Background: an optimization exercise with open tools, aiming at small area, a short achievable clock period and few clock cycles per item. Do not read the settings as production practice.
Function was checked by simulation only, so behaviour that the tests miss may differ from the original.
Power and IR drop assume default switching activity.

==> flow/design.v <==
module mlp_sequencer #(
   parameter int N1        = 98,
   parameter int N2        = 10,
   parameter int W_K       = 4,
   parameter int W_X       = 8,
   parameter int W_OUT     = 16,
   parameter int ACT_SHIFT = 4,
   parameter int OUT_SHIFT = 8
) (
   input  logic                         clk,
   input  logic                         rstn,
   input  logic                         s_valid,
   output logic                         s_ready,
   input  logic [W_X-1:0]               s_data,
   output logic                         m_valid,
   input  logic                         m_ready,
   output logic [W_OUT-1:0]             m_data,
   output logic                         busy,
   output logic [1:0]                   w_sel,
   output logic [$clog2(N2+1)-1:0]      w_neuron,
   output logic [$clog2(N1/2+1)-1:0]    w_idx,
   input  logic [W_K-1:0]               w_data,
   output logic [W_K-1:0]               tanh_idx,
   input  logic [W_OUT-1:0]             tanh_data
);
   localparam int HALF   = N1 / 2;
   localparam int NEU_W  = $clog2(N2 + 1);
   localparam int IDX_W  = $clog2(N1 / 2 + 1);
   localparam int ACC1_W = W_X + W_K + $clog2(N1 + 2) - 1;    
   localparam int ACC2_W = W_OUT + W_K + $clog2(N2 + 1) - 1;  
   localparam int XW     = (W_OUT > W_X) ? W_OUT : W_X;
   localparam int TAP    = 1;    
   localparam logic signed [ACC1_W-1:0] T_MAX = ACC1_W'(2 ** (W_K - 1) - 1);
   localparam logic signed [ACC1_W-1:0] T_MIN = ACC1_W'(-(2 ** (W_K - 1)));
   logic                     r_l2;       
   logic                     r_out;      
   logic                     r_act;      
   logic [3:0]               r_pcnt;     
   logic                     r_first;    
   logic [1:0]               r_sel;
   logic [NEU_W-1:0]         r_neu;      
   logic [IDX_W-1:0]         r_idx;
   logic signed [XW-1:0]     r_x;        
   logic [ACC2_W-ACC1_W-1:0] r_yh;       
   logic                     r_m_valid;
   logic [N2*ACC1_W-1:0]     r_ring;
   logic                     r_mz, r_m2;  
   logic                     r_rdy;      
   logic                     r_neg0, r_one0, r_two0, r_neg1, r_one1, r_two1;
   logic                     w_bias, w_rdy, w_acc, w_last, w_mac, w_xld;
   logic [3:0]               w_pcnt;
   logic signed [XW-1:0]     w_x;
   logic [NEU_W-1:0]         w_neu_n;
   logic signed [ACC1_W-1:0] w_head, w_tap, w_sh;
   logic signed [ACC2_W-1:0] w_y;
   logic signed [ACC2_W-1:0] w_a, w_sum;
   logic [W_K-1:0]           w_t;
   assign w_head  = r_ring[ACC1_W-1:0];
   assign w_y     = {r_yh, r_ring[N2*ACC1_W-1 -: ACC1_W]};
   assign w_tap   = r_ring[TAP*ACC1_W +: ACC1_W];
   assign w_bias  = r_idx == IDX_W'(HALF);
   assign w_rdy   = r_rdy;
   assign w_acc   = s_valid && w_rdy;
   assign w_last  = r_pcnt == 4'd9;
   assign w_mac   = r_l2 || (!r_out && (r_act || w_bias || w_acc));
   always_comb begin
      if (r_l2 || r_out) w_pcnt = (r_pcnt == 4'd13) ? r_pcnt : r_pcnt + 1'b1;
      else if (!r_act) w_pcnt = 4'd1;
      else if (w_last && w_bias && r_sel != 2'd0) w_pcnt = '0;
      else w_pcnt = r_pcnt + 1'b1;
   end
   always_comb begin
      w_xld = 1'b1;
      w_x   = $signed(tanh_data);
      if (r_out) begin
         w_xld = r_pcnt == 4'd12;
         w_x   = XW'(w_y >>> OUT_SHIFT);
      end else if (!r_l2) begin
         w_xld = !r_act;
         w_x   = w_bias ? XW'(1) : XW'($signed(s_data));
      end else if (r_pcnt == 4'd10) begin
         w_x   = XW'(1);
      end
   end
   assign w_neu_n = (r_neu == NEU_W'(N2 - 1)) ? '0 : r_neu + 1'b1;
   assign s_ready  = rstn && w_rdy;
   assign busy     = rstn && !w_rdy;
   assign w_sel    = r_sel;
   assign w_neuron = r_neu;
   assign w_idx    = r_idx;
   assign tanh_idx = w_t;
   assign m_valid  = r_m_valid;
   assign m_data   = r_x;
   logic [XW:0]          b_x, b_x2, b_pp0, b_pp1;
   logic [ACC2_W-1:0]    c_r1, c_r2, c_s, c_c;
   assign b_x    = {r_x[XW-1], r_x};
   assign b_x2   = {r_x, 1'b0};
   assign b_pp0  = (({(XW+1){r_one0}} & b_x) | ({(XW+1){r_two0}} & b_x2)) ^ {(XW+1){r_neg0}};
   assign b_pp1  = (({(XW+1){r_one1}} & b_x) | ({(XW+1){r_two1}} & b_x2)) ^ {(XW+1){r_neg1}};
   assign w_a    = r_mz ? '0 : r_m2 ? w_y : ACC2_W'(w_head);
   assign c_r1   = {4'b1111, ~b_pp0[XW], b_pp0[XW], b_pp0[XW], b_pp0[XW-1:0]};
   assign c_r2   = {4'b0000, ~b_pp1[XW], b_pp1[XW-1:0], r_neg1, r_neg0};
   assign c_s    = w_a ^ c_r1 ^ c_r2;
   assign c_c    = (w_a & c_r1) | (w_a & c_r2) | (c_r1 & c_r2);
   logic [ACC2_W:0] c_sum;
   localparam int CPA_W = ACC2_W + 1;
   logic [CPA_W-1:0] k_a, k_b, k_g0, k_p0;
   logic [CPA_W-1:0] k_G, k_P;
   assign k_a  = {c_s, r_neg1};
   assign k_b  = {c_c[ACC2_W-2:0], r_neg1, r_neg1};
   assign k_g0 = k_a & k_b;
   assign k_p0 = k_a ^ k_b;
   always_comb begin
      k_G = k_g0;
      k_P = k_p0;
      for (int d = 1; d < CPA_W; d = d * 2)
         for (int i = 0; i < CPA_W; i++)
            if ((i / d) % 2 == 1) begin
               k_G[i] = k_G[i] | (k_P[i] & k_G[(i / d) * d - 1]);
               k_P[i] = k_P[i] & k_P[(i / d) * d - 1];
            end
   end
   assign c_sum  = k_p0 ^ {k_G[CPA_W-2:0], 1'b0};
   assign w_sum  = c_sum[ACC2_W:1];
   always_comb begin
      w_sh = w_tap >>> ACT_SHIFT;
      if (w_sh > T_MAX)      w_t = W_K'(2 ** W_K - 1);
      else if (w_sh < T_MIN) w_t = '0;
      else                   w_t = W_K'(w_sh) ^ W_K'(2 ** (W_K - 1));
   end
   always_ff @(posedge clk) begin
      r_ring <= {w_sum[ACC1_W-1:0], r_ring[N2*ACC1_W-1:ACC1_W]};
      r_neg0 <= w_mac & w_data[1];
      r_one0 <= w_mac & w_data[0];
      r_two0 <= w_mac & w_data[1] & ~w_data[0];
      r_neg1 <= w_mac & w_data[3] & ~(w_data[2] & w_data[1]);
      r_one1 <= w_mac & (w_data[2] ^ w_data[1]);
      r_two1 <= w_mac & ((w_data[3] & ~w_data[2] & ~w_data[1]) | (~w_data[3] & w_data[2] & w_data[1]));
      r_pcnt <= w_pcnt;
      r_mz   <= r_l2 ? r_pcnt == 4'd0 : r_first;
      r_m2   <= r_l2;
      if (w_xld) r_x <= w_x;
      r_yh   <= w_sum[ACC2_W-1:ACC1_W];
   end
   always_ff @(posedge clk) begin
      if (!rstn) begin
         r_l2      <= 1'b0;
         r_out     <= 1'b0;
         r_act     <= 1'b0;
         r_first   <= 1'b1;
         r_sel     <= '0;
         r_neu     <= '0;
         r_idx     <= '0;
         r_m_valid <= 1'b0;
         r_rdy     <= 1'b1;
      end else begin
         r_neu <= w_neu_n;
         if (r_out && r_pcnt == 4'd12) r_m_valid <= 1'b1;
         else if (m_ready) r_m_valid <= 1'b0;
         if (r_out) begin
            if (r_pcnt == 4'd13 && m_ready) begin
               r_out <= 1'b0;
               r_rdy <= 1'b1;
            end
         end else if (r_l2) begin
            r_idx <= IDX_W'(w_neu_n);
            if (r_pcnt == 4'd9) begin
               r_idx <= IDX_W'(N2);
            end else if (r_pcnt == 4'd10) begin
               r_l2    <= 1'b0;
               r_out   <= 1'b1;
               r_first <= 1'b1;
               r_sel   <= '0;
               r_idx   <= '0;
            end
         end else if (!r_act) begin
            if (w_bias) begin
               r_act <= 1'b1;
               r_rdy <= 1'b0;
            end else if (w_acc) begin
               if (|s_data) begin
                  r_act <= 1'b1;
                  r_rdy <= 1'b0;
               end else begin
                  r_idx <= r_idx + 1'b1;
                  r_rdy <= r_idx != IDX_W'(HALF - 1);
               end
            end
         end else if (w_last) begin
            r_act   <= 1'b0;
            r_first <= 1'b0;
            if (!w_bias) begin
               r_idx <= r_idx + 1'b1;
               r_rdy <= r_idx != IDX_W'(HALF - 1);
            end else if (r_sel == 2'd0) begin
               r_sel <= 2'd1;
               r_idx <= '0;
               r_rdy <= 1'b1;
            end else begin
               r_l2  <= 1'b1;
               r_sel <= 2'd2;
               r_idx <= IDX_W'(w_neu_n);
            end
         end
      end
   end
endmodule
==> flow/flow/run.sh <==
#!/bin/bash
# Standard layout with two changes: port buffers are plain buf_1 cells, and
# after placement the reset port buffer keeps only the gates of s_ready and
# busy, while a new buffer drives the rest of the reset net (flow/iso.tcl).
set -e
export BUFFER_PORTS_ARGS="-buffer_cell sky130_fd_sc_hd__buf_1"
bash standard.sh place > standard_place.log 2>&1
RES=$PWD/orfs/results/sky130hd/mlp_sequencer/base
RES=$RES OUT=$RES/3_place.odb openroad -no_init -exit flow/iso.tcl > iso.log 2>&1
bash standard.sh finish > standard_finish.log 2>&1
==> flow/flow/iso.tcl <==
# Give the reset port's fast path to s_ready/busy a buffer of its own: the
# port buffer keeps only the gates that feed those two outputs, and a new
# buffer drives the rest of the reset net.
set res $::env(RES)
read_db $res/3_place.odb
read_liberty /OpenROAD-flow-scripts/flow/platforms/sky130hd/lib/sky130_fd_sc_hd__tt_025C_1v80.lib
set block [ord::get_db_block]
set rport [$block findBTerm rstn]
set rnet [$rport getNet]
# port buffer: the one instance on the port net
set ib ""
foreach it [$rnet getITerms] { set ib [$it getInst] }
set onet ""
foreach it [$ib getITerms] { if {[$it isOutputSignal]} { set onet [$it getNet] } }
puts "reset port buffer [$ib getName] drives [$onet getName] with [llength [$onet getITerms]] pins"
# cells in the fan-in of the s_ready and busy ports, a few levels deep
proc fanin_insts {net depth} {
  set res {}
  if {$depth == 0} { return $res }
  foreach it [$net getITerms] {
    if {[$it isOutputSignal]} {
      set inst [$it getInst]
      lappend res [$inst getName]
      foreach iit [$inst getITerms] {
        if {[$iit isInputSignal] && [$iit getNet] ne "NULL"} {
          set res [concat $res [fanin_insts [$iit getNet] [expr {$depth - 1}]]]
        }
      }
    }
  }
  return $res
}
set keep {}
foreach p {s_ready busy} {
  set keep [concat $keep [fanin_insts [[$block findBTerm $p] getNet] 3]]
}
set keep [lsort -unique $keep]
puts "keep on port buffer: $keep"
set loads {}
set bx 0; set by 0; set n 0
foreach it [$onet getITerms] {
  if {[$it isInputSignal]} {
    set in [[$it getInst] getName]
    if {[lsearch $keep $in] < 0} {
      lappend loads "$in/[[$it getMTerm] getName]"
    }
  }
}
puts "moving [llength $loads] loads"
set loc [[$ib getBBox] xMin]
set x [expr {[[$ib getBBox] xMin] / 1000.0}]
set y [expr {[[$ib getBBox] yMin] / 1000.0}]
insert_buffer -buffer_cell sky130_fd_sc_hd__buf_4 -net [$onet getName] -load_pins $loads -location [list $x $y] -buffer_name rst_tree_buf
detailed_placement
check_placement
write_db $::env(OUT)
==> flow/standard.sh <==
#!/bin/bash
# synth_recipe.tcl (not shown) runs the flow's synth.tcl, then flattens the netlist and writes it again
# the make line also repeats each setting of config.mk as NAME=value (left out here)
make -C /OpenROAD-flow-scripts/flow DESIGN_CONFIG=/design/flow/config.mk WORK_HOME=/design/flow/orfs CLKGATE_MAP_FILE= SYNTH_SCRIPT=/design/flow/synth_recipe.tcl "${@:-finish}"
==> flow/config.mk <==
export PLATFORM = sky130hd
export DESIGN_NAME = mlp_sequencer
export DESIGN_NICKNAME = mlp_sequencer
export VERILOG_FILES = /design/flow/design.v
export SDC_FILE = /design/flow/constraint.sdc
export NUM_CORES = 4
export LEC_CHECK = 0
export CAP_MARGIN = 20
export CORE_MARGIN = 2
export CORE_UTILIZATION = 40
export CTS_BUF_LIST = sky130_fd_sc_hd__clkbuf_16
export CTS_CLUSTER_DIAMETER = 120
export CTS_CLUSTER_SIZE = 25
export PLACE_DENSITY = 0.8
export SETUP_SLACK_MARGIN = 4.45
export SLEW_MARGIN = 20
export TNS_END_PERCENT = 50
==> flow/constraint.sdc <==
create_clock -name core_clock -period 8.0 [get_ports {clk}]
set_input_delay 1.6000 -clock core_clock [delete_from_list [all_inputs] [get_ports {clk}]]
set_output_delay 1.6000 -clock core_clock [all_outputs]
set_load 0.01 [all_outputs]
==> results of run 1 <==
[sequential cells by signal, indices dropped and copies added, names as in the netlist, 2 cells and up]
| signal | flops |
|---|---|
| r_x | 16 |
| r_yh | 5 |
| r_sel | 2 |
| r_neu | 4 |
| r_ring | 180 |
| r_pcnt | 4 |
| r_idx | 6 |
[worst paths after layout]
path	cells past startpoint	startpoint	to	slack [ns]
min reg2reg	0	r_ring[76]$_DFF_P_	r_ring[58]$_DFF_P_	0.33
min	0	r_ring[76]$_DFF_P_	r_ring[58]$_DFF_P_	0.33
max reg2reg	13	r_x[1]$_DFFE_PP_	r_ring[170]$_DFF_P_	4.55
max	4	rstn	busy	4.41
[cells by family after synthesis]
| group | Yosys count |
|---|---|
| adder cells (fa/ha/maj) | 51 |
| AO/OA/AOI/OAI | 158 |
| XOR/XNOR | 54 |
| flip-flops | 231 |
| multiplexers | 24 |
| AND/OR/NAND/NOR | 166 |
| buffers and inverters | 79 |
[cell usage in the layout, fill, tap and decap left out, drive strengths merged, types with 6 or more instances in the layout]
cell type	instances
dfxtp	211
xnor2	33
a21oi	37
buf	74
a22oi	38
edfxtp	20
nand3	6
a21o	11
fa	21
xor2	21
clkbuf	14
nor2b	11
nand2	54
o21ai	35
nor3	8
nor2	35
inv	51
a211oi	6
mux2i	22
ha	30
and2	9
a31oi	6
or2	13
[cell type report]
| class | instances | area (um^2) |
|---|---|---|
| Clock buffer | 13 | 325 |
| Clock inverter | 4 | 36.3 |
| Fill cell | 1952 | 11400 |
| Inverter | 49 | 193 |
| Multi-Input combinational cell | 453 | 3440 |
| Sequential cell | 231 | 4840 |
| Tap cell | 275 | 344 |
| Timing Repair Buffer | 75 | 362 |
[timing repair]
action                                  CTS  global route
endpoints found under the setup margin   15            13
cloned                                    0             1
hold buffers                              0             0
gates resized for setup                  18            17
pin swaps                                 1             6
setup buffers                             3             1
[power groups by stage]
stage	combinational, W	clock (W)	sequential [W]
after floorplan	0.000521	0	0.00181
after global placement	0.000619	0	0.00190
after detailed placement	0.000645	0	0.00192
after CTS	0.000655	0.000676	0.00190
after global routing	0.000763	0.000722	0.00195
final	0.000674	0.000661	0.00190
[metal layers]
| metal | share of wire, % | vias up | global-route usage [%] |
|---|---|---|---|
| met4 | 3.2 | 0 | 4.81 |
| met5 | 0 | - | 0 |
| li1 | - | 2719 | - |
| met1 | 45 | 2621 | 20.7 |
| met2 | 47 | 176 | 25.7 |
| met3 | 5.7 | 41 | 2.71 |
[stage by stage]
| step | setup slack [ns] | std cells | power [W] | hold slack, ns | cell area (um^2) |
|---|---|---|---|---|---|
| after floorplan | 4.41 | 763 | 0.00233 | 0.310 | 8520 |
| after global placement | 3.98 | 1077 | 0.00252 | 0.310 | 9010 |
| after detailed placement | 3.83 | 1077 | 0.00256 | 0.312 | 9010 |
| after CTS | 4.40 | 1098 | 0.00324 | 0.332 | 9440 |
| after global routing | 4.37 | 1100 | 0.00344 | 0.336 | 9540 |
| final | 4.41 | 1100 | 0.00324 | 0.331 | 9540 |
==> run notes, run 1 <==
# TYPE chip_impl_metric gauge
chip_impl_metric{name="compound_cell_area_share_of_the_yosys_netlist",unit="%"} 12.3
chip_impl_metric{name="timing.critical_path.slowest_cell_delay",unit="ns"} 0.13
chip_impl_metric{name="wire_length_of_the_first_global_routing_pass",unit="mm"} 27.7
chip_impl_metric{name="first_global_vias",unit=""} 5446
chip_impl_metric{name="post_synth_fa_ha_maj_area_fraction",unit="%"} 9.35
chip_impl_metric{name="fp.dieArea",unit="mm^2"} 0.0225
chip_impl_metric{name="synth_simple_gate_area_share",unit="%"} 9.78
chip_impl_metric{name="power.combinational.fraction",unit="%"} 20.8
chip_impl_metric{name="number_of_antenna_violations_at_the_first_check_in_global_routing",unit=""} 0
chip_impl_metric{name="final.period_utilization",unit="%"} 44.9
chip_impl_metric{name="drcViolationCount",unit=""} 0
chip_impl_metric{name="clk_pin_slew",unit="ns"} 0.08
chip_impl_info{name="worstSetupPathType",value="input port to output port"} 1
chip_impl_metric{name="syn_nets",unit=""} 846
chip_impl_metric{name="num_vias",unit=""} 5557
chip_impl_metric{name="std_cell_core_area",unit="mm^2"} 0.0210
chip_impl_metric{name="static-leakage-power",unit="nW"} 3.75
chip_impl_metric{name="worst_slew_pin_slew",unit="ns"} 0.790
chip_impl_metric{name="max-vdd-ir-drop",unit="mV"} 0.148
chip_impl_metric{name="timing.final.crit_period",unit="ns"} 3.59
chip_impl_info{name="synthDominantAreaCellType",value="sky130_fd_sc_hd__dfxtp_1"} 1
chip_impl_metric{name="area_grow_syn2layout",unit="%"} 12.2
chip_impl_info{name="startpoint_type",value="input port"} 1
chip_impl_metric{name="setup_total_negative_slack",unit="ns"} 0
chip_impl_metric{name="grt.total_usage",unit="%"} 15.5
chip_impl_metric{name="power.density",unit="mW/mm^2"} 339
chip_impl_metric{name="fp.dieH",unit="um"} 150
chip_impl_info{name="crit_family",value="buffers and inverters"} 1
chip_impl_info{name="cts-root-buf",value="sky130_fd_sc_hd__clkbuf_16"} 1
chip_impl_metric{name="cap_violations",unit=""} 0
chip_impl_metric{name="muxShareOfSynthArea",unit="%"} 2.85
chip_impl_info{name="main_combinational_cell_family_by_area_after_synthesis",value="compound AO/OA/AOI/OAI gates"} 1
chip_impl_metric{name="worstPathArrival",unit="ns"} 1.99
chip_impl_metric{name="post_route_cells_drive_above_1_share",unit="%"} 8.61
chip_impl_metric{name="synth_top_area_share",unit="%"} 49.6
chip_impl_info{name="synth_flop_cell",value="sky130_fd_sc_hd__dfxtp_1"} 1
chip_impl_metric{name="layout.core_utilization",unit="%"} 45.5
chip_impl_metric{name="maxSlewViolCount",unit=""} 0
chip_impl_metric{name="antennaDiodeCount",unit=""} 0
chip_impl_info{name="run_status",value="no timing/DRC/antenna violations"} 1
chip_impl_metric{name="synth_cell_type_count",unit=""} 58
chip_impl_metric{name="die-width",unit="um"} 150
chip_impl_metric{name="route.detailed.wl_per_inst",unit="um"} 15.8
chip_impl_metric{name="postSynthCellCount",unit=""} 763
chip_impl_metric{name="nets_finish",unit=""} 906
chip_impl_metric{name="num_io_pins",unit=""} 67
chip_impl_metric{name="path_max_fanout",unit=""} 3
chip_impl_metric{name="timing.clock.skew",unit="ns"} 0.0286
chip_impl_metric{name="floorplan.rows",unit=""} 53
chip_impl_info{name="path_cells",value="buf_8 -> clkinvlp_4 -> nor2_2 -> buf_2"} 1
chip_impl_metric{name="clock_insertion_delay_worst_skew",unit="ns"} 0.48
chip_impl_metric{name="synth_async_sr_flop_share",unit="%"} 0
chip_impl_metric{name="power.share.clock",unit="%"} 20.4
chip_impl_metric{name="drt-pass1-iter-count",unit=""} 5
chip_impl_metric{name="seq_power_share",unit="%"} 58.8
chip_impl_metric{name="detail_route.iter0.violations",unit=""} 281
chip_impl_metric{name="clock-sinks",unit=""} 231
chip_impl_metric{name="ant_nets_after_route",unit=""} 0
chip_impl_info{name="tritoncts",value="built"} 1
chip_impl_metric{name="cts_buffers",unit=""} 13
chip_impl_info{name="cp_max_delay_cell",value="sky130_fd_sc_hd__buf_2"} 1
chip_impl_metric{name="maximum_number_of_pins_on_one_net_before_global_route_repair",unit=""} 43
chip_impl_info{name="grt_setup_unrepaired",value="yes"} 1
chip_impl_metric{name="place.port_buffers",unit=""} 66
chip_impl_metric{name="avgSynthCellArea",unit="um^2"} 11.2
chip_impl_metric{name="ys_ff_latch",unit=""} 231
chip_impl_info{name="holdCritPathClass",value="flop to flop"} 1
chip_impl_metric{name="hold_vio_cnt_final",unit=""} 0
chip_impl_metric{name="wirelength",unit="mm"} 17.4
chip_impl_metric{name="synth_edf_count",unit=""} 20
chip_impl_metric{name="syn_area",unit="mm^2"} 0.00851
chip_impl_metric{name="ys.warnings.count",unit=""} 1
chip_impl_info{name="synth_common_cells",value="211 x sky130_fd_sc_hd__dfxtp_1, 54 x sky130_fd_sc_hd__nand2_1, 48 x sky130_fd_sc_hd__inv_1"} 1
chip_impl_metric{name="max_freq",unit="GHz"} 0.278
chip_impl_info{name="synth.most_common_cell",value="sky130_fd_sc_hd__dfxtp_1"} 1
chip_impl_metric{name="xor_xnor_share_of_the_synthesized_area",unit="%"} 5.56
chip_impl_metric{name="finalWeightedCongestion",unit=""} 0.952
chip_impl_metric{name="viasPerCell",unit=""} 5.05
chip_impl_metric{name="max_slew_margin",unit="%"} 47.3
chip_impl_metric{name="power_report.internal_total",unit="W"} 0.00228
chip_impl_metric{name="start_util",unit="%"} 40.6
chip_impl_metric{name="h-tree-depth",unit=""} 1
chip_impl_metric{name="cp_data_required_time",unit="ns"} 6.40
chip_impl_info{name="synth_area_leaders",value="sky130_fd_sc_hd__dfxtp_1 50%, sky130_fd_sc_hd__edfxtp_1 7.1%, sky130_fd_sc_hd__fa_1 4.9%, sky130_fd_sc_hd__ha_1 4.4%, sky130_fd_sc_hd__xnor2_1 3.4%"} 1
chip_impl_metric{name="dp_hpwl",unit="mm"} 12.4
chip_impl_info{name="setup.worst_path.end_class",value="output port"} 1
chip_impl_metric{name="fraction_of_power_spent_switching_nets",unit="%"} 29.7
chip_impl_metric{name="timing.final.setup_violations",unit=""} 0
chip_impl_metric{name="p_switching",unit="W"} 0.000962
chip_impl_metric{name="synth.yosys.seq_area_share",unit="%"} 56.7
chip_impl_metric{name="clk_path_buf_depth",unit=""} 3
chip_impl_metric{name="combined_buffer_and_inverter_count_along_the_critical_path",unit=""} 3
chip_impl_metric{name="grt_residual_overflow",unit=""} 0
Testbench counts, summed over its fixed seeds: cycles 89,766, items 96.
==> run 2, diff against run 1 <==
--- a/flow/config.mk
+++ b/flow/config.mk
@@ -15,3 +15,2 @@
 export SETUP_SLACK_MARGIN = 4.45
 export SLEW_MARGIN = 20
-export TNS_END_PERCENT = 50
==> run 2 against run 1 <==
Clock power about the same; clock skew hardly changed; clock-buffer cell count stayed put; combinational power is essentially flat; via count about the same; sequential power is essentially flat; hold slack about the same; synthesized cell count stayed put; total power rose by 0.13%; sequential cell count did not move; largest cell class unchanged; highest routed layer unchanged.
==> run notes, run 2 <==
# TYPE chip_impl_metric gauge
chip_impl_metric{name="worstPathArrival",unit="ns"} 1.97
chip_impl_metric{name="place.port_buffers",unit=""} 66
chip_impl_metric{name="viasPerCell",unit=""} 5.05
chip_impl_metric{name="maximum_number_of_pins_on_one_net_before_global_route_repair",unit=""} 43
chip_impl_metric{name="max-vdd-ir-drop",unit="mV"} 0.148
chip_impl_metric{name="timing.clock.skew",unit="ns"} 0.0286
chip_impl_info{name="synth_area_leaders",value="sky130_fd_sc_hd__dfxtp_1 50%, sky130_fd_sc_hd__edfxtp_1 7.1%, sky130_fd_sc_hd__fa_1 4.9%, sky130_fd_sc_hd__ha_1 4.4%, sky130_fd_sc_hd__xnor2_1 3.4%"} 1
chip_impl_metric{name="num_io_pins",unit=""} 67
chip_impl_metric{name="number_of_flip_flops_under_the_largest_register_name",unit=""} 180
chip_impl_info{name="timing.hold.worst.start",value="r_ring[76]$_DFF_P_"} 1
chip_impl_metric{name="floorplan.rows",unit=""} 53
chip_impl_metric{name="cts_buffers",unit=""} 13
chip_impl_metric{name="clk_path_buf_depth",unit=""} 3
chip_impl_metric{name="finalWeightedCongestion",unit=""} 0.952
chip_impl_metric{name="fp.dieH",unit="um"} 150
chip_impl_info{name="cts-root-buf",value="sky130_fd_sc_hd__clkbuf_16"} 1
chip_impl_info{name="synth_common_cells",value="211 x sky130_fd_sc_hd__dfxtp_1, 54 x sky130_fd_sc_hd__nand2_1, 48 x sky130_fd_sc_hd__inv_1"} 1
chip_impl_info{name="largestRegisters",value="r_ring (180), r_x (16), r_idx (6)"} 1
chip_impl_metric{name="start_util",unit="%"} 40.6
chip_impl_info{name="tritoncts",value="built"} 1
chip_impl_metric{name="wirelength",unit="mm"} 17.4
chip_impl_metric{name="fraction_of_power_spent_switching_nets",unit="%"} 29.8
chip_impl_metric{name="synth_cell_type_count",unit=""} 58
chip_impl_metric{name="area_grow_syn2layout",unit="%"} 12.3
chip_impl_metric{name="drt-pass1-iter-count",unit=""} 5
chip_impl_metric{name="syn_area",unit="mm^2"} 0.00851
chip_impl_metric{name="fill_cells",unit=""} 1949
chip_impl_info{name="setup.worst_path.end_class",value="output port"} 1
chip_impl_metric{name="hold_vio_cnt_final",unit=""} 0
chip_impl_info{name="synthDominantAreaCellType",value="sky130_fd_sc_hd__dfxtp_1"} 1
chip_impl_metric{name="worst_slew_pin_slew",unit="ns"} 0.792
chip_impl_metric{name="detail_route.iter0.violations",unit=""} 287
chip_impl_metric{name="timing.final.crit_period",unit="ns"} 3.57
chip_impl_metric{name="synth_top_area_share",unit="%"} 49.6
chip_impl_metric{name="power_report.internal_total",unit="W"} 0.00228
chip_impl_metric{name="clk_pin_slew",unit="ns"} 0.08
chip_impl_metric{name="die-width",unit="um"} 150
chip_impl_metric{name="route.detailed.wl_per_inst",unit="um"} 15.8
chip_impl_metric{name="ys.warnings.count",unit=""} 1
chip_impl_metric{name="max_slew_margin",unit="%"} 47.1
chip_impl_metric{name="avgSynthCellArea",unit="um^2"} 11.2
chip_impl_metric{name="synth_async_sr_flop_share",unit="%"} 0
chip_impl_metric{name="ant_nets_after_route",unit=""} 0
chip_impl_info{name="holdCritPathClass",value="flop to flop"} 1
chip_impl_info{name="synth.most_common_cell",value="sky130_fd_sc_hd__dfxtp_1"} 1
chip_impl_metric{name="maxSlewViolCount",unit=""} 0
chip_impl_metric{name="synth.yosys.seq_area_share",unit="%"} 56.7
chip_impl_info{name="max_flop_register",value="r_ring"} 1
chip_impl_metric{name="drcViolationCount",unit=""} 0
chip_impl_metric{name="post-route-cell-area",unit="mm^2"} 0.00955
chip_impl_metric{name="num_vias",unit=""} 5559
chip_impl_info{name="layout.cells.most_common",value="sky130_fd_sc_hd__dfxtp_1"} 1
chip_impl_metric{name="power.combinational.fraction",unit="%"} 20.8
chip_impl_metric{name="seq_power_share",unit="%"} 58.7
chip_impl_metric{name="max_freq",unit="GHz"} 0.280
chip_impl_metric{name="power.density",unit="mW/mm^2"} 339
chip_impl_metric{name="timing.final.setup_violations",unit=""} 0
chip_impl_metric{name="cp_data_required_time",unit="ns"} 6.40
chip_impl_metric{name="post_route_cells_drive_above_1_share",unit="%"} 8.97
chip_impl_metric{name="first_global_vias",unit=""} 5446
chip_impl_metric{name="holdBufCountCts",unit=""} 0
chip_impl_metric{name="layout.core_utilization",unit="%"} 45.6
chip_impl_metric{name="std_cell_core_area",unit="mm^2"} 0.0210
chip_impl_info{name="worstReg2RegStart",value="r_x[1]$_DFFE_PP_"} 1
chip_impl_metric{name="setup_total_negative_slack",unit="ns"} 0
chip_impl_metric{name="final.period_utilization",unit="%"} 44.6
chip_impl_metric{name="nets_finish",unit=""} 906
chip_impl_metric{name="antennaDiodeCount",unit=""} 0
chip_impl_metric{name="h-tree-depth",unit=""} 1
chip_impl_info{name="startpoint_type",value="input port"} 1
chip_impl_metric{name="p_switching",unit="W"} 0.000965
chip_impl_metric{name="placed_cell_area",unit="mm^2"} 0.00901
chip_impl_info{name="grt_setup_unrepaired",value="yes"} 1
chip_impl_info{name="worstSetupPathType",value="input port to output port"} 1
chip_impl_metric{name="wire_length_of_the_first_global_routing_pass",unit="mm"} 27.7
chip_impl_metric{name="grt.total_usage",unit="%"} 15.5
chip_impl_metric{name="cap_violations",unit=""} 0
chip_impl_metric{name="power.share.clock",unit="%"} 20.4
chip_impl_metric{name="ys_ff_latch",unit=""} 231
chip_impl_metric{name="dp_hpwl",unit="mm"} 12.4
chip_impl_metric{name="clock-sinks",unit=""} 231
chip_impl_metric{name="clock_insertion_delay_worst_skew",unit="ns"} 0.48
chip_impl_metric{name="path_max_fanout",unit=""} 3
chip_impl_info{name="synth_flop_cell",value="sky130_fd_sc_hd__dfxtp_1"} 1
chip_impl_info{name="layout.cells.most_common_list",value="203 x sky130_fd_sc_hd__dfxtp_1, 63 x sky130_fd_sc_hd__buf_1, 54 x sky130_fd_sc_hd__nand2_1, 49 x sky130_fd_sc_hd__inv_1, 37 x sky130_fd_sc_hd__a22oi_1"} 1
chip_impl_metric{name="syn_nets",unit=""} 846
chip_impl_metric{name="number_of_antenna_violations_at_the_first_check_in_global_routing",unit=""} 0
chip_impl_metric{name="synth_edf_count",unit=""} 20
chip_impl_metric{name="static-leakage-power",unit="nW"} 3.75
chip_impl_metric{name="postSynthCellCount",unit=""} 763
chip_impl_info{name="run_status",value="no timing/DRC/antenna violations"} 1
chip_impl_metric{name="fp.dieArea",unit="mm^2"} 0.0225
chip_impl_info{name="cp-startpoint",value="rstn"} 1
chip_impl_metric{name="grt_residual_overflow",unit=""} 0
run 2: cell counts after synthesis:
No cell type changed its count.
run 2: stage by stage:
step | worst slack [ns] | instances | total power (W) | hold WS [ns]
global route | 4.40 | 1100 | 0.00344 | 0.336
finish | 4.43 | 1100 | 0.00324 | 0.331
detailed placement | 3.83 | 1077 | 0.00256 | 0.312
CTS | 4.40 | 1098 | 0.00324 | 0.332
floorplan | 4.41 | 763 | 0.00233 | 0.310
global placement | 3.98 | 1077 | 0.00252 | 0.310
run 2: timing repair:
| action | 4_1_cts | 5_1_grt |
|---|---|---|
| gates resized for setup | 18 | 20 |
| buffers inserted | 3 | 1 |
| setup endpoints to repair | 15 | 13 |
| cloned | 0 | 1 |
| pin swaps | 1 | 7 |
run 2: worst paths after layout:
check / endpoint / slack, ns / cells past startpoint
worst max register to register: r_ring[170]$_DFF_P_ / 4.56 / 13
worst min register to register: r_ring[58]$_DFF_P_ / 0.33 / 0
worst max-delay path: s_ready / 4.43 / 3
worst min-delay path: r_ring[58]$_DFF_P_ / 0.33 / 0
run 2: cell families after synthesis:
group | after synthesis | synth area share [%]
fa+ha+maj | 51 | 9.35
simple gates | 166 | 9.78
compound gates | 158 | 12.3
xor+xnor | 54 | 5.56
mux | 24 | 2.85
flops | 231 | 56.7
buf+inv | 79 | 3.50
run 2: area by class of cell:
class / count / area (um^2) / area share (%)
flip-flops and latches: 231 / 4840 / 50.7
multi-input cells: 453 / 3450 / 36.1
repair buffers: 75 / 363 / 3.80
well taps: 275 / 344 / 3.60
clock buffers: 13 / 325 / 3.41
inverters: 49 / 193 / 2.02
clock inverters: 4 / 36.3 / 0.380
run 2: routing by layer:
layer | GRT usage, % | share of wire [%]
met5 | 0 | 0
met4 | 4.81 | 2.9
met3 | 2.71 | 5.3
met2 | 25.7 | 47
met1 | 20.7 | 45
run 2: critical path, stage by stage:
cell	delay, ns
sky130_fd_sc_hd__buf_8	0.10
sky130_fd_sc_hd__and2_1	0.14
sky130_fd_sc_hd__clkbuf_2	0.12
run 2: power by group through the flow:
stage / combinational [W] / sequential (W) / clock [W]
final: 0.000676 / 0.00190 / 0.000662
after global routing: 0.000765 / 0.00195 / 0.000722
after CTS: 0.000655 / 0.00190 / 0.000676
after detailed placement: 0.000645 / 0.00192 / 0
after global placement: 0.000619 / 0.00190 / 0
after floorplan: 0.000521 / 0.00181 / 0
==> run 3, diff against run 2 <==
--- a/flow/config.mk
+++ b/flow/config.mk
@@ -9,5 +9,5 @@
 export CORE_MARGIN = 2
 export CORE_UTILIZATION = 40
-export CTS_BUF_LIST = sky130_fd_sc_hd__clkbuf_16
+export CTS_BUF_LIST = sky130_fd_sc_hd__clkbuf_8 sky130_fd_sc_hd__clkbuf_16
 export CTS_CLUSTER_DIAMETER = 120
 export CTS_CLUSTER_SIZE = 25
@@ -15,2 +15,3 @@
 export SETUP_SLACK_MARGIN = 4.45
 export SLEW_MARGIN = 20
+export TNS_END_PERCENT = 20
==> run 3 against run 2 <==
Maximum frequency hardly changed; die area is the same; via count down 0.97%; hold slack got worse by 0.0020 ns; critical path depth stayed put; register-to-register slack lost 0.03 ns; combinational power down 2%; clock-buffer cell count unchanged; still clean.
==> run notes, run 3 <==
# TYPE chip_impl_metric gauge
chip_impl_metric{name="fp.dieH",unit="um"} 150
chip_impl_info{name="layout.cells.most_common",value="sky130_fd_sc_hd__dfxtp_1"} 1
chip_impl_metric{name="ys.warnings.count",unit=""} 1
chip_impl_metric{name="std_cell_core_area",unit="mm^2"} 0.0210
chip_impl_metric{name="static-leakage-power",unit="nW"} 3.72
chip_impl_metric{name="grt.total_usage",unit="%"} 15.4
chip_impl_info{name="dr.max_layer_used",value="met4"} 1
chip_impl_metric{name="drt-pass1-iter-count",unit=""} 7
chip_impl_metric{name="layout.core_utilization",unit="%"} 45.2
chip_impl_metric{name="num_vias",unit=""} 5505
chip_impl_metric{name="drcViolationCount",unit=""} 0
chip_impl_info{name="tritoncts",value="built"} 1
chip_impl_metric{name="ys_ff_latch",unit=""} 231
chip_impl_info{name="cp_max_delay_cell",value="sky130_fd_sc_hd__and2_1"} 1
chip_impl_metric{name="max_slew_margin",unit="%"} 48.9
chip_impl_metric{name="power.density",unit="mW/mm^2"} 340
chip_impl_metric{name="max_freq",unit="GHz"} 0.280
chip_impl_metric{name="holdBufCountCts",unit=""} 0
chip_impl_info{name="synth_flop_cell",value="sky130_fd_sc_hd__dfxtp_1"} 1
chip_impl_metric{name="syn_nets",unit=""} 846
chip_impl_metric{name="path_max_fanout",unit=""} 3
chip_impl_metric{name="worst_slew_pin_slew",unit="ns"} 0.766
chip_impl_metric{name="floorplan.rows",unit=""} 53
chip_impl_metric{name="route.detailed.wl_per_inst",unit="um"} 15.5
chip_impl_metric{name="synth_edf_count",unit=""} 20
chip_impl_metric{name="area_grow_syn2layout",unit="%"} 11.4
chip_impl_metric{name="detail_route.iter0.violations",unit=""} 326
chip_impl_metric{name="setup_total_negative_slack",unit="ns"} 0
chip_impl_metric{name="area.sequential",unit="mm^2"} 0.00484
chip_impl_metric{name="avgSynthCellArea",unit="um^2"} 11.2
chip_impl_metric{name="final.hold.worst_slack",unit="ns"} 0.329
chip_impl_metric{name="cap_violations",unit=""} 0
chip_impl_metric{name="viasPerCell",unit=""} 5.01
chip_impl_metric{name="hold_vio_cnt_final",unit=""} 0
chip_impl_metric{name="wirelength",unit="mm"} 17.0
chip_impl_metric{name="place.port_buffers",unit=""} 66
chip_impl_metric{name="combined_area_of_the_multi_input_logic_cells",unit="mm^2"} 0.00341
chip_impl_metric{name="synth_async_sr_flop_share",unit="%"} 0
chip_impl_metric{name="postSynthCellCount",unit=""} 763
chip_impl_info{name="synth_area_leaders",value="sky130_fd_sc_hd__dfxtp_1 50%, sky130_fd_sc_hd__edfxtp_1 7.1%, sky130_fd_sc_hd__fa_1 4.9%, sky130_fd_sc_hd__ha_1 4.4%, sky130_fd_sc_hd__xnor2_1 3.4%"} 1
chip_impl_metric{name="worstPathArrival",unit="ns"} 1.97
chip_impl_metric{name="ant_nets_after_route",unit=""} 0
chip_impl_info{name="largestRegisters",value="r_ring (180), r_x (16), r_idx (6)"} 1
chip_impl_metric{name="cts_buffers",unit=""} 13
chip_impl_info{name="synth_common_cells",value="211 x sky130_fd_sc_hd__dfxtp_1, 54 x sky130_fd_sc_hd__nand2_1, 48 x sky130_fd_sc_hd__inv_1"} 1
chip_impl_info{name="run_status",value="no timing/DRC/antenna violations"} 1
chip_impl_metric{name="route.layer.met1.wl",unit="mm"} 7.67
chip_impl_metric{name="wl_met2",unit="mm"} 7.89
chip_impl_metric{name="combined_buffer_and_inverter_count_along_the_critical_path",unit=""} 2
chip_impl_info{name="grt_setup_unrepaired",value="yes"} 1
chip_impl_metric{name="clock_insertion_delay_worst_skew",unit="ns"} 0.48
chip_impl_metric{name="antennaDiodeCount",unit=""} 0
chip_impl_metric{name="final.period_utilization",unit="%"} 44.6
chip_impl_metric{name="start_util",unit="%"} 40.6
chip_impl_metric{name="cp_data_required_time",unit="ns"} 6.40
chip_impl_metric{name="grt_residual_overflow",unit=""} 0
chip_impl_metric{name="timing.critical_path.slowest_cell_delay",unit="ns"} 0.14
chip_impl_metric{name="dpl.cell_count",unit=""} 1077
chip_impl_info{name="synth.most_common_cell",value="sky130_fd_sc_hd__dfxtp_1"} 1
chip_impl_info{name="worstSetupPathType",value="input port to output port"} 1
chip_impl_metric{name="post_route_cells_drive_above_1_share",unit="%"} 7.90
chip_impl_info{name="crit_family",value="buffers and inverters"} 1
chip_impl_metric{name="finalWeightedCongestion",unit=""} 0.952
chip_impl_info{name="startpoint_type",value="input port"} 1
chip_impl_metric{name="synth_top_area_share",unit="%"} 49.6
chip_impl_metric{name="fin_cells",unit=""} 1098
chip_impl_metric{name="number_of_flip_flops_under_the_largest_register_name",unit=""} 180
chip_impl_metric{name="wire_length_of_the_first_global_routing_pass",unit="mm"} 27.6
chip_impl_metric{name="h-tree-depth",unit=""} 1
chip_impl_info{name="synthDominantAreaCellType",value="sky130_fd_sc_hd__dfxtp_1"} 1
chip_impl_info{name="cts-root-buf",value="sky130_fd_sc_hd__clkbuf_16"} 1
chip_impl_metric{name="first_global_vias",unit=""} 5422
chip_impl_metric{name="fill_cells",unit=""} 1959
chip_impl_metric{name="clk_path_buf_depth",unit=""} 3
chip_impl_metric{name="number_of_antenna_violations_at_the_first_check_in_global_routing",unit=""} 0
chip_impl_metric{name="wl_met3",unit="um"} 951
chip_impl_info{name="max_flop_register",value="r_ring"} 1
chip_impl_metric{name="syn_area",unit="mm^2"} 0.00851
chip_impl_metric{name="timing.final.setup_violations",unit=""} 0
chip_impl_metric{name="dp_hpwl",unit="mm"} 12.4
chip_impl_metric{name="synth.yosys.seq_area_share",unit="%"} 56.7
chip_impl_metric{name="clk_pin_slew",unit="ns"} 0.09
chip_impl_metric{name="clock-sinks",unit=""} 231
chip_impl_info{name="holdCritPathClass",value="flop to flop"} 1
chip_impl_metric{name="num_io_pins",unit=""} 67
chip_impl_metric{name="maximum_number_of_pins_on_one_net_before_global_route_repair",unit=""} 43
chip_impl_info{name="setup.worst_path.end_class",value="output port"} 1
chip_impl_metric{name="max-vdd-ir-drop",unit="mV"} 0.147
chip_impl_metric{name="timing.final.crit_period",unit="ns"} 3.57
chip_impl_info{name="path_cells",value="buf_8 -> and2_1 -> buf_1"} 1
chip_impl_metric{name="maxSlewViolCount",unit=""} 0
chip_impl_metric{name="die-width",unit="um"} 150
chip_impl_metric{name="timing.clock.skew",unit="ns"} 0.0284
chip_impl_metric{name="total_power",unit="W"} 0.00322
chip_impl_metric{name="nets_finish",unit=""} 904
chip_impl_metric{name="fp.dieArea",unit="mm^2"} 0.0225
chip_impl_metric{name="synth_cell_type_count",unit=""} 58
chip_impl_info{name="layout.cells.most_common_list",value="204 x sky130_fd_sc_hd__dfxtp_1, 64 x sky130_fd_sc_hd__buf_1, 54 x sky130_fd_sc_hd__nand2_1, 49 x sky130_fd_sc_hd__inv_1, 37 x sky130_fd_sc_hd__a22oi_1"} 1
-- run 3: cell counts after synthesis --
No cell type changed its count.
-- run 3: final timing paths --
check	slack, ns	end	startpoint	depth (start not counted)
max	4.43	s_ready	rstn	3
min	0.33	r_ring[49]$_DFF_P_	r_ring[67]$_DFF_P_	0
max reg2reg	4.53	r_ring[170]$_DFF_P_	r_x[1]$_DFFE_PP_	14
min reg2reg	0.33	r_ring[49]$_DFF_P_	r_ring[67]$_DFF_P_	0
-- run 3: area by class of cell --
type                       instances  share of cell area, %
sequential                       231                   51.0
multi-input combinational        453                   36.0
tap                              275                   3.63
clock buffer                      13                   3.43
timing repair buffer              73                   3.43
inverter                          49                   2.03
clock inverter                     4                  0.383
-- run 3: kinds of logic after synthesis --
kind of cell	count (synthesis)	synth area share (%)
AOI/OAI and AO/OA	158	12.3
DFF	231	56.7
xor gates and xnor gates	54	5.56
and+or+nand+nor	166	9.78
adders and majority gates	51	9.35
muxes	24	2.85
buffers and inverters	79	3.50
-- run 3: metal layers --
layer | up-vias | track usage, %
met1 | 2606 | 20.5
met3 | 29 | 2.71
li1 | 2705 | -
met5 | - | 0
met4 | 0 | 4.81
met2 | 165 | 25.6
-- run 3: power breakdown --
part | switching (W) | total [W] | internal (W)
combinational | 0.000366 | 0.000661 | 0.000296
clock | 0.000355 | 0.000658 | 0.000303
sequential | 0.000232 | 0.00190 | 0.00167
-- run 3: through the flow --
| step | setup WS, ns | area, um^2 |
|---|---|---|
| after floorplan | 4.41 | 8520 |
| after global placement | 3.98 | 9010 |
| after detailed placement | 3.83 | 9010 |
| after CTS | 4.40 | 9420 |
| after global routing | 4.40 | 9470 |
| final | 4.43 | 9470 |
-- run 3: timing repair --
item | 4_1_cts | 5_1_grt
buffers inserted | 1 | 2
resized for setup | 17 | 10
gates cloned | 0 | 0
pin swaps | 1 | 3
setup endpoints to repair | 15 | 13
==> run 4, diff against run 3 <==
--- a/flow/config.mk
+++ b/flow/config.mk
@@ -9,7 +9,7 @@
 export CORE_MARGIN = 2
 export CORE_UTILIZATION = 40
-export CTS_BUF_LIST = sky130_fd_sc_hd__clkbuf_8 sky130_fd_sc_hd__clkbuf_16
-export CTS_CLUSTER_DIAMETER = 120
-export CTS_CLUSTER_SIZE = 25
+export CTS_BUF_LIST = sky130_fd_sc_hd__clkbuf_16
+export CTS_CLUSTER_DIAMETER = 150
+export CTS_CLUSTER_SIZE = 28
 export PLACE_DENSITY = 0.8
 export SETUP_SLACK_MARGIN = 4.45
==> run 4 against run 3 <==
Still clean; maximum frequency is essentially flat; die area unchanged; core utilization rose by 0.10 points; total power about the same.
==> run notes, run 4 <==
# TYPE chip_impl_metric gauge
chip_impl_info{name="run_status",value="no timing/DRC/antenna violations"} 1
chip_impl_metric{name="max_freq",unit="GHz"} 0.280
chip_impl_metric{name="nets_finish",unit=""} 903
chip_impl_metric{name="clock-sinks",unit=""} 231
chip_impl_metric{name="preCtsSetupSlack",unit="ns"} 3.83
chip_impl_metric{name="fp.dieArea",unit="mm^2"} 0.0225
chip_impl_metric{name="grt.total_usage",unit="%"} 15.4
chip_impl_metric{name="number_of_flip_flops_under_the_largest_register_name",unit=""} 180
chip_impl_metric{name="syn_nets",unit=""} 846
chip_impl_metric{name="hold_vio_cnt_final",unit=""} 0
chip_impl_metric{name="drcViolationCount",unit=""} 0
chip_impl_metric{name="synth.yosys.seq_area_share",unit="%"} 56.7
chip_impl_info{name="cp_max_delay_cell",value="sky130_fd_sc_hd__and2_1"} 1
chip_impl_metric{name="detail_route.iter0.violations",unit=""} 304
chip_impl_metric{name="max_slew_margin",unit="%"} 49.4
chip_impl_metric{name="layout_setup_ws",unit="ns"} 4.43
chip_impl_info{name="grt_setup_unrepaired",value="yes"} 1
chip_impl_metric{name="area_grow_syn2layout",unit="%"} 11.6
chip_impl_metric{name="clk_path_buf_depth",unit=""} 3
chip_impl_info{name="worstSetupPathType",value="input port to output port"} 1
chip_impl_metric{name="maxSlewViolCount",unit=""} 0
chip_impl_info{name="synth_area_leaders",value="sky130_fd_sc_hd__dfxtp_1 50%, sky130_fd_sc_hd__edfxtp_1 7.1%, sky130_fd_sc_hd__fa_1 4.9%, sky130_fd_sc_hd__ha_1 4.4%, sky130_fd_sc_hd__xnor2_1 3.4%"} 1
chip_impl_info{name="cts-root-buf",value="sky130_fd_sc_hd__clkbuf_16"} 1
chip_impl_metric{name="internal_reg_to_reg_setup_slack",unit="ns"} 4.58
chip_impl_metric{name="number_of_antenna_violations_at_the_first_check_in_global_routing",unit=""} 0
chip_impl_metric{name="std_cell_core_area",unit="mm^2"} 0.0210
chip_impl_metric{name="static-leakage-power",unit="nW"} 3.73
chip_impl_metric{name="timing.final.crit_period",unit="ns"} 3.57
chip_impl_info{name="max_flop_register",value="r_ring"} 1
chip_impl_metric{name="timing.hold.worst_path_depth",unit=""} 0
chip_impl_info{name="largestRegisters",value="r_ring (180), r_x (16), r_idx (6)"} 1
chip_impl_metric{name="ys_ff_latch",unit=""} 231
chip_impl_metric{name="start_util",unit="%"} 40.6
chip_impl_metric{name="floorplan.rows",unit=""} 53
chip_impl_metric{name="timing.critical_path.slowest_cell_delay",unit="ns"} 0.14
chip_impl_metric{name="placed_cell_area",unit="mm^2"} 0.00901
chip_impl_metric{name="synth_top_area_share",unit="%"} 49.6
chip_impl_metric{name="synth_async_sr_flop_share",unit="%"} 0
chip_impl_info{name="synthDominantAreaCellType",value="sky130_fd_sc_hd__dfxtp_1"} 1
chip_impl_metric{name="synth_edf_count",unit=""} 20
chip_impl_metric{name="fin_cells",unit=""} 1097
chip_impl_metric{name="final.period_utilization",unit="%"} 44.6
chip_impl_metric{name="post_route_cells_drive_above_1_share",unit="%"} 8.03
chip_impl_metric{name="max-vdd-ir-drop",unit="mV"} 0.146
chip_impl_metric{name="antennaDiodeCount",unit=""} 0
chip_impl_metric{name="dpl.cell_count",unit=""} 1077
chip_impl_info{name="setup.worst_path.end_class",value="output port"} 1
chip_impl_metric{name="grt_residual_overflow",unit=""} 0
chip_impl_metric{name="dp_hpwl",unit="mm"} 12.4
chip_impl_metric{name="clk_pin_slew",unit="ns"} 0.10
chip_impl_metric{name="timing.final.setup_violations",unit=""} 0
chip_impl_metric{name="h-tree-depth",unit=""} 1
chip_impl_info{name="path_cells",value="buf_8 -> and2_1 -> buf_1"} 1
chip_impl_metric{name="worst_slew_pin_slew",unit="ns"} 0.758
chip_impl_metric{name="synth_cell_type_count",unit=""} 58
chip_impl_metric{name="cp_data_required_time",unit="ns"} 6.40
chip_impl_info{name="layout.cells.most_common",value="sky130_fd_sc_hd__dfxtp_1"} 1
chip_impl_metric{name="ant_nets_after_route",unit=""} 0
chip_impl_metric{name="timing.clock.skew",unit="ns"} 0.0267
chip_impl_info{name="synth.most_common_cell",value="sky130_fd_sc_hd__dfxtp_1"} 1
chip_impl_metric{name="syn_area",unit="mm^2"} 0.00851
chip_impl_metric{name="wirelength",unit="mm"} 17.1
chip_impl_metric{name="power.density",unit="mW/mm^2"} 339
chip_impl_metric{name="holdBufCountCts",unit=""} 0
chip_impl_info{name="startpoint_type",value="input port"} 1
chip_impl_info{name="synth_flop_cell",value="sky130_fd_sc_hd__dfxtp_1"} 1
chip_impl_metric{name="final.hold.worst_slack",unit="ns"} 0.327
chip_impl_metric{name="maximum_number_of_pins_on_one_net_before_global_route_repair",unit=""} 43
chip_impl_metric{name="avgSynthCellArea",unit="um^2"} 11.2
chip_impl_metric{name="clock_insertion_delay_worst_skew",unit="ns"} 0.49
chip_impl_metric{name="num_vias",unit=""} 5549
chip_impl_metric{name="viasPerCell",unit=""} 5.06
chip_impl_metric{name="die-width",unit="um"} 150
chip_impl_metric{name="finalWeightedCongestion",unit=""} 0.952
chip_impl_metric{name="ff2ff_path_depth",unit=""} 14
chip_impl_metric{name="setup_total_negative_slack",unit="ns"} 0
chip_impl_info{name="layout.cells.most_common_list",value="204 x sky130_fd_sc_hd__dfxtp_1, 64 x sky130_fd_sc_hd__buf_1, 54 x sky130_fd_sc_hd__nand2_1, 49 x sky130_fd_sc_hd__inv_1, 37 x sky130_fd_sc_hd__a22oi_1"} 1
chip_impl_metric{name="num_io_pins",unit=""} 67
chip_impl_metric{name="first_global_vias",unit=""} 5453
chip_impl_metric{name="ys.warnings.count",unit=""} 1
chip_impl_metric{name="cap_violations",unit=""} 0
chip_impl_info{name="tritoncts",value="built"} 1
chip_impl_metric{name="post-route-cell-area",unit="mm^2"} 0.00950
chip_impl_metric{name="route.detailed.wl_per_inst",unit="um"} 15.6
chip_impl_metric{name="path_max_fanout",unit=""} 3
chip_impl_info{name="synth_common_cells",value="211 x sky130_fd_sc_hd__dfxtp_1, 54 x sky130_fd_sc_hd__nand2_1, 48 x sky130_fd_sc_hd__inv_1"} 1
chip_impl_info{name="holdCritPathClass",value="flop to flop"} 1
chip_impl_metric{name="worstPathArrival",unit="ns"} 1.97
chip_impl_metric{name="wire_length_of_the_first_global_routing_pass",unit="mm"} 27.7
chip_impl_metric{name="drt-pass1-iter-count",unit=""} 5
chip_impl_metric{name="cts_buffers",unit=""} 12
chip_impl_metric{name="place.port_buffers",unit=""} 66
chip_impl_metric{name="fp.dieH",unit="um"} 150
chip_impl_metric{name="postSynthCellCount",unit=""} 763
run 4: power breakdown:
part / internal [W] / leakage (nW) / switching [W]
registers: 0.00167 / 1.98 / 0.000234
logic: 0.000299 / 1.56 / 0.000369
clock network: 0.000301 / 0.182 / 0.000351
total: 0.00227 / 3.73 / 0.000953
run 4: logic make-up after synthesis:
kind of cell,share of synthesized area [%]
flip-flops,56.7
buffers and inverters,3.50
multiplexers,2.85
AND/OR/NAND/NOR,9.78
AO/OA/AOI/OAI,12.3
adder cells (fa/ha/maj),9.35
XOR/XNOR,5.56
run 4: critical path: cells and delay by family:
kind	cells	cell delay, ns
and+or+nand+nor	1	0.14
buffers and inverters	2	0.22
run 4: area by class of cell:
cell class,instances,area (um^2)
inverter,49,193
tap,275,344
clock buffer,13,325
fill,1947,11500
timing repair buffer,73,325
multi-input combinational,453,3430
clock inverter,3,37.5
sequential,231,4840
run 4: metrics by stage:
step           total power [W]  utilization, %
6_report               0.00322            45.3
5_1_grt                0.00342            45.3
4_1_cts                0.00323            45.0
3_5_place_dp           0.00256            43.0
3_3_place_gp           0.00252            43.0
2_1_floorplan          0.00233               -
run 4: worst paths after layout:
path,startpoint,end
max,rstn,s_ready
min reg2reg,r_ring[155]$_DFF_P_,r_ring[137]$_DFF_P_
min,r_ring[155]$_DFF_P_,r_ring[137]$_DFF_P_
max reg2reg,r_m2$_DFF_P_,r_ring[170]$_DFF_P_
run 4: timing repair:
item / in CTS / in global routing
setup endpoints to repair: 15 / 13
setup buffers: 1 / 2
gates resized for setup: 17 / 12
pin swaps: 1 / 4
run 4: per-layer routing:
layer | wire length (um) | up-vias | global-route usage, % | part of all wire [%]
li1 | - | 2699 | - | -
met1 | 7670 | 2643 | 20.2 | 45
met2 | 8050 | 174 | 25.9 | 47
met3 | 932 | 33 | 2.77 | 5.4
met4 | 471 | 0 | 5.00 | 2.8
met5 | 0 | - | 0 | 0
==> run 5, diff against run 4 <==
--- a/flow/config.mk
+++ b/flow/config.mk
@@ -10,6 +10,6 @@
 export CORE_UTILIZATION = 40
 export CTS_BUF_LIST = sky130_fd_sc_hd__clkbuf_16
-export CTS_CLUSTER_DIAMETER = 150
-export CTS_CLUSTER_SIZE = 28
+export CTS_CLUSTER_DIAMETER = 120
+export CTS_CLUSTER_SIZE = 25
 export PLACE_DENSITY = 0.8
 export SETUP_SLACK_MARGIN = 4.45
==> run 5 against run 4 <==
Still clean on timing, DRC and antenna; first-iteration DRC count grew 7.2%; total power hardly changed; die area unchanged; sequential share of layout area grew 0.11 points; area after synthesis did not move; highest routed layer unchanged; via count decreased by 0.79%; routed wire length down 0.89%; final area fell by 0.22%; global-route usage is essentially flat; combinational power decreased by 1%; clock skew is 0.0017 ns higher.
==> run notes, run 5 <==
# TYPE chip_impl_metric gauge
chip_impl_metric{name="num_vias",unit=""} 5505
chip_impl_info{name="path_cells",value="buf_8 -> and2_1 -> buf_1"} 1
chip_impl_info{name="cp_max_delay_cell",value="sky130_fd_sc_hd__and2_1"} 1
chip_impl_metric{name="layout_setup_ws",unit="ns"} 4.43
chip_impl_info{name="synthDominantAreaCellType",value="sky130_fd_sc_hd__dfxtp_1"} 1
chip_impl_metric{name="synth_async_sr_flop_share",unit="%"} 0
chip_impl_info{name="setup.worst_path.end",value="s_ready"} 1
chip_impl_metric{name="std_cell_core_area",unit="mm^2"} 0.0210
chip_impl_info{name="tritoncts",value="built"} 1
chip_impl_info{name="worstReg2RegStart",value="r_x[1]$_DFFE_PP_"} 1
chip_impl_metric{name="maximum_number_of_pins_on_one_net_before_global_route_repair",unit=""} 43
chip_impl_metric{name="critical_path_depth",unit=""} 3
chip_impl_metric{name="layout.core_utilization",unit="%"} 45.2
chip_impl_metric{name="route.layer.met1.wl",unit="mm"} 7.67
chip_impl_metric{name="floorplan.rows",unit=""} 53
chip_impl_metric{name="nets_finish",unit=""} 904
chip_impl_metric{name="worst_slew_pin_slew",unit="ns"} 0.766
chip_impl_metric{name="path_max_fanout",unit=""} 3
chip_impl_metric{name="syn_area",unit="mm^2"} 0.00851
chip_impl_metric{name="grt.total_usage",unit="%"} 15.4
chip_impl_metric{name="static-leakage-power",unit="nW"} 3.72
chip_impl_metric{name="drt-pass1-iter-count",unit=""} 7
chip_impl_info{name="crit_family",value="buffers and inverters"} 1
chip_impl_metric{name="ys.warnings.count",unit=""} 1
chip_impl_metric{name="setup_total_negative_slack",unit="ns"} 0
chip_impl_metric{name="route.detailed.wl_per_inst",unit="um"} 15.5
chip_impl_metric{name="wirelength",unit="mm"} 17.0
chip_impl_metric{name="cap_violations",unit=""} 0
chip_impl_metric{name="clk_path_buf_depth",unit=""} 3
chip_impl_metric{name="timing.final.setup_violations",unit=""} 0
chip_impl_metric{name="number_of_flip_flops_under_the_largest_register_name",unit=""} 180
chip_impl_info{name="synth_common_cells",value="211 x sky130_fd_sc_hd__dfxtp_1, 54 x sky130_fd_sc_hd__nand2_1, 48 x sky130_fd_sc_hd__inv_1"} 1
chip_impl_metric{name="ant_nets_after_route",unit=""} 0
chip_impl_metric{name="num_io_pins",unit=""} 67
chip_impl_metric{name="synth_cell_type_count",unit=""} 58
chip_impl_info{name="dr.max_layer_used",value="met4"} 1
chip_impl_metric{name="wl_met3",unit="um"} 951
chip_impl_metric{name="maxSlewViolCount",unit=""} 0
chip_impl_metric{name="wire_length_of_the_first_global_routing_pass",unit="mm"} 27.6
chip_impl_info{name="largestRegisters",value="r_ring (180), r_x (16), r_idx (6)"} 1
chip_impl_metric{name="first_global_vias",unit=""} 5422
chip_impl_metric{name="number_of_antenna_violations_at_the_first_check_in_global_routing",unit=""} 0
chip_impl_metric{name="wl_met2",unit="mm"} 7.89
chip_impl_metric{name="fp.dieH",unit="um"} 150
chip_impl_info{name="layout.cells.most_common",value="sky130_fd_sc_hd__dfxtp_1"} 1
chip_impl_metric{name="power.density",unit="mW/mm^2"} 340
chip_impl_info{name="startpoint_type",value="input port"} 1
chip_impl_info{name="layout.cells.most_common_list",value="204 x sky130_fd_sc_hd__dfxtp_1, 64 x sky130_fd_sc_hd__buf_1, 54 x sky130_fd_sc_hd__nand2_1, 49 x sky130_fd_sc_hd__inv_1, 37 x sky130_fd_sc_hd__a22oi_1"} 1
chip_impl_info{name="grt_setup_unrepaired",value="yes"} 1
chip_impl_metric{name="max-vdd-ir-drop",unit="mV"} 0.147
chip_impl_info{name="cp-startpoint",value="rstn"} 1
chip_impl_metric{name="clock_insertion_delay_worst_skew",unit="ns"} 0.48
chip_impl_metric{name="fp.dieArea",unit="mm^2"} 0.0225
chip_impl_metric{name="dp_hpwl",unit="mm"} 12.4
chip_impl_metric{name="clock-sinks",unit=""} 231
chip_impl_metric{name="max_slew_margin",unit="%"} 48.9
chip_impl_metric{name="finalWeightedCongestion",unit=""} 0.952
chip_impl_info{name="run_status",value="no timing/DRC/antenna violations"} 1
chip_impl_metric{name="hold_vio_cnt_final",unit=""} 0
chip_impl_metric{name="viasPerCell",unit=""} 5.01
chip_impl_metric{name="drcViolationCount",unit=""} 0
chip_impl_metric{name="final.hold.worst_slack",unit="ns"} 0.329
chip_impl_metric{name="ys_ff_latch",unit=""} 231
chip_impl_metric{name="holdBufCountCts",unit=""} 0
chip_impl_metric{name="syn_nets",unit=""} 846
chip_impl_info{name="synth.most_common_cell",value="sky130_fd_sc_hd__dfxtp_1"} 1
chip_impl_metric{name="start_util",unit="%"} 40.6
chip_impl_info{name="worstReg2RegEnd",value="r_ring[170]$_DFF_P_"} 1
chip_impl_metric{name="antennaDiodeCount",unit=""} 0
chip_impl_info{name="holdCritPathClass",value="flop to flop"} 1
chip_impl_metric{name="worstPathArrival",unit="ns"} 1.97
run 5: layout make-up:
class	instances	area [um^2]	area share, %
flip-flops and latches	231	4840	51.0
multi-input cells	453	3410	36.0
well taps	275	344	3.63
clock buffers	13	325	3.43
repair buffers	73	325	3.43
inverters	49	193	2.03
clock inverters	4	36.3	0.383
run 5: worst min-delay path by stage:
stage	startpoint	to	depth (start not counted)
final	r_ring[67]$_DFF_P_	r_ring[49]$_DFF_P_	0
after global routing	r_ring[19]$_DFF_P_	r_ring[1]$_DFF_P_	0
after CTS	r_ring[40]$_DFF_P_	r_ring[22]$_DFF_P_	0
after detailed placement	r_ring[134]$_DFF_P_	r_ring[116]$_DFF_P_	0
after global placement	r_ring[139]$_DFF_P_	r_ring[121]$_DFF_P_	0
after floorplan	r_ring[18]$_DFF_P_	r_ring[0]$_DFF_P_	0
run 5: cell families (layout without fill, tap and decap cells):
group,Yosys count,count (layout),share of synthesized area [%]
compound gates,158,158,12.3
xor+xnor,54,54,5.56
flops,231,231,56.7
simple gates,166,166,9.78
fa+ha+maj,51,51,9.35
mux,24,24,2.85
buf+inv,79,139,3.50
run 5: worst register-to-register path, delay by kind of cell, from the launching register on:
family	cells	cell delay (ns)
compound gates	3	0.60
flops	1	0.54
fa+ha+maj	3	1.18
simple gates	4	0.59
buf+inv	2	0.13
xor+xnor	2	0.32
run 5: layer usage:
layer	vias to the layer above	global-route usage, %
li1	2705	-
met4	0	4.81
met5	-	0
met1	2606	20.5
met2	165	25.6
met3	29	2.71
run 5: stage by stage:
| step | total power (W) | cell area [um^2] | cells |
|---|---|---|---|
| floorplan | 0.00233 | 8520 | 763 |
| global placement | 0.00252 | 9010 | 1077 |
| detailed placement | 0.00256 | 9010 | 1077 |
| CTS | 0.00323 | 9420 | 1096 |
| global route | 0.00342 | 9470 | 1098 |
| finish | 0.00322 | 9470 | 1098 |
run 5: what timing repair did:
action	CTS	global route
resized for setup	17	10
gates cloned	0	0
pin swaps	1	3
setup buffers	1	2
hold endpoints to repair	0	0
endpoints found under the setup margin	15	13
run 5: report_power, final:
group | leakage [nW] | internal [W] | switching [W] | total [W]
logic | 1.56 | 0.000296 | 0.000366 | 0.000661
clock network | 0.185 | 0.000303 | 0.000355 | 0.000658
registers | 1.98 | 0.00167 | 0.000232 | 0.00190

==> port drivers added, routing unchanged <==
No port has a modelled driver above. Below, the same layouts with a new extraction and two added sets of constraints. Step 1 (the two cells are an assumption about what drives the block):
set clk [get_ports {clk}]
set_driving_cell -lib_cell sky130_fd_sc_hd__clkbuf_16 $clk
set_driving_cell -lib_cell sky130_fd_sc_hd__buf_2 [delete_from_list [all_inputs] $clk]
Step 2 adds t to the input delays and takes it off the output delays; t is the mean of the earliest and latest rising clock arrival at the registers after step 1. Input paths then give back, and output paths get back, about the clock's delay inside the block. Slacks: ideal ports / drivers / drivers and shift; pairs: ideal ports / drivers.
| run | t, ns | setup WS [ns] | hold WS [ns] |
|---|---|---|---|
| run 1 | 0.514 | 4.408 / 4.358 / 4.358 | 0.331 / 0.331 / 0.331 |
| run 2 | 0.514 | 4.432 / 4.385 / 4.385 | 0.331 / 0.331 / 0.331 |
| run 3 | 0.514 | 4.431 / 4.384 / 4.384 | 0.329 / 0.329 / 0.329 |
| run 4 | 0.518 | 4.432 / 4.384 / 4.384 | 0.327 / 0.327 / 0.327 |
| run 5 | 0.514 | 4.431 / 4.384 / 4.384 | 0.329 / 0.329 / 0.329 |
After both steps setup and hold are still met in every run listed. For run 1, which loses most, drivers alone change the setup slack by -0.050 ns; drivers and shift together by -0.050 ns.
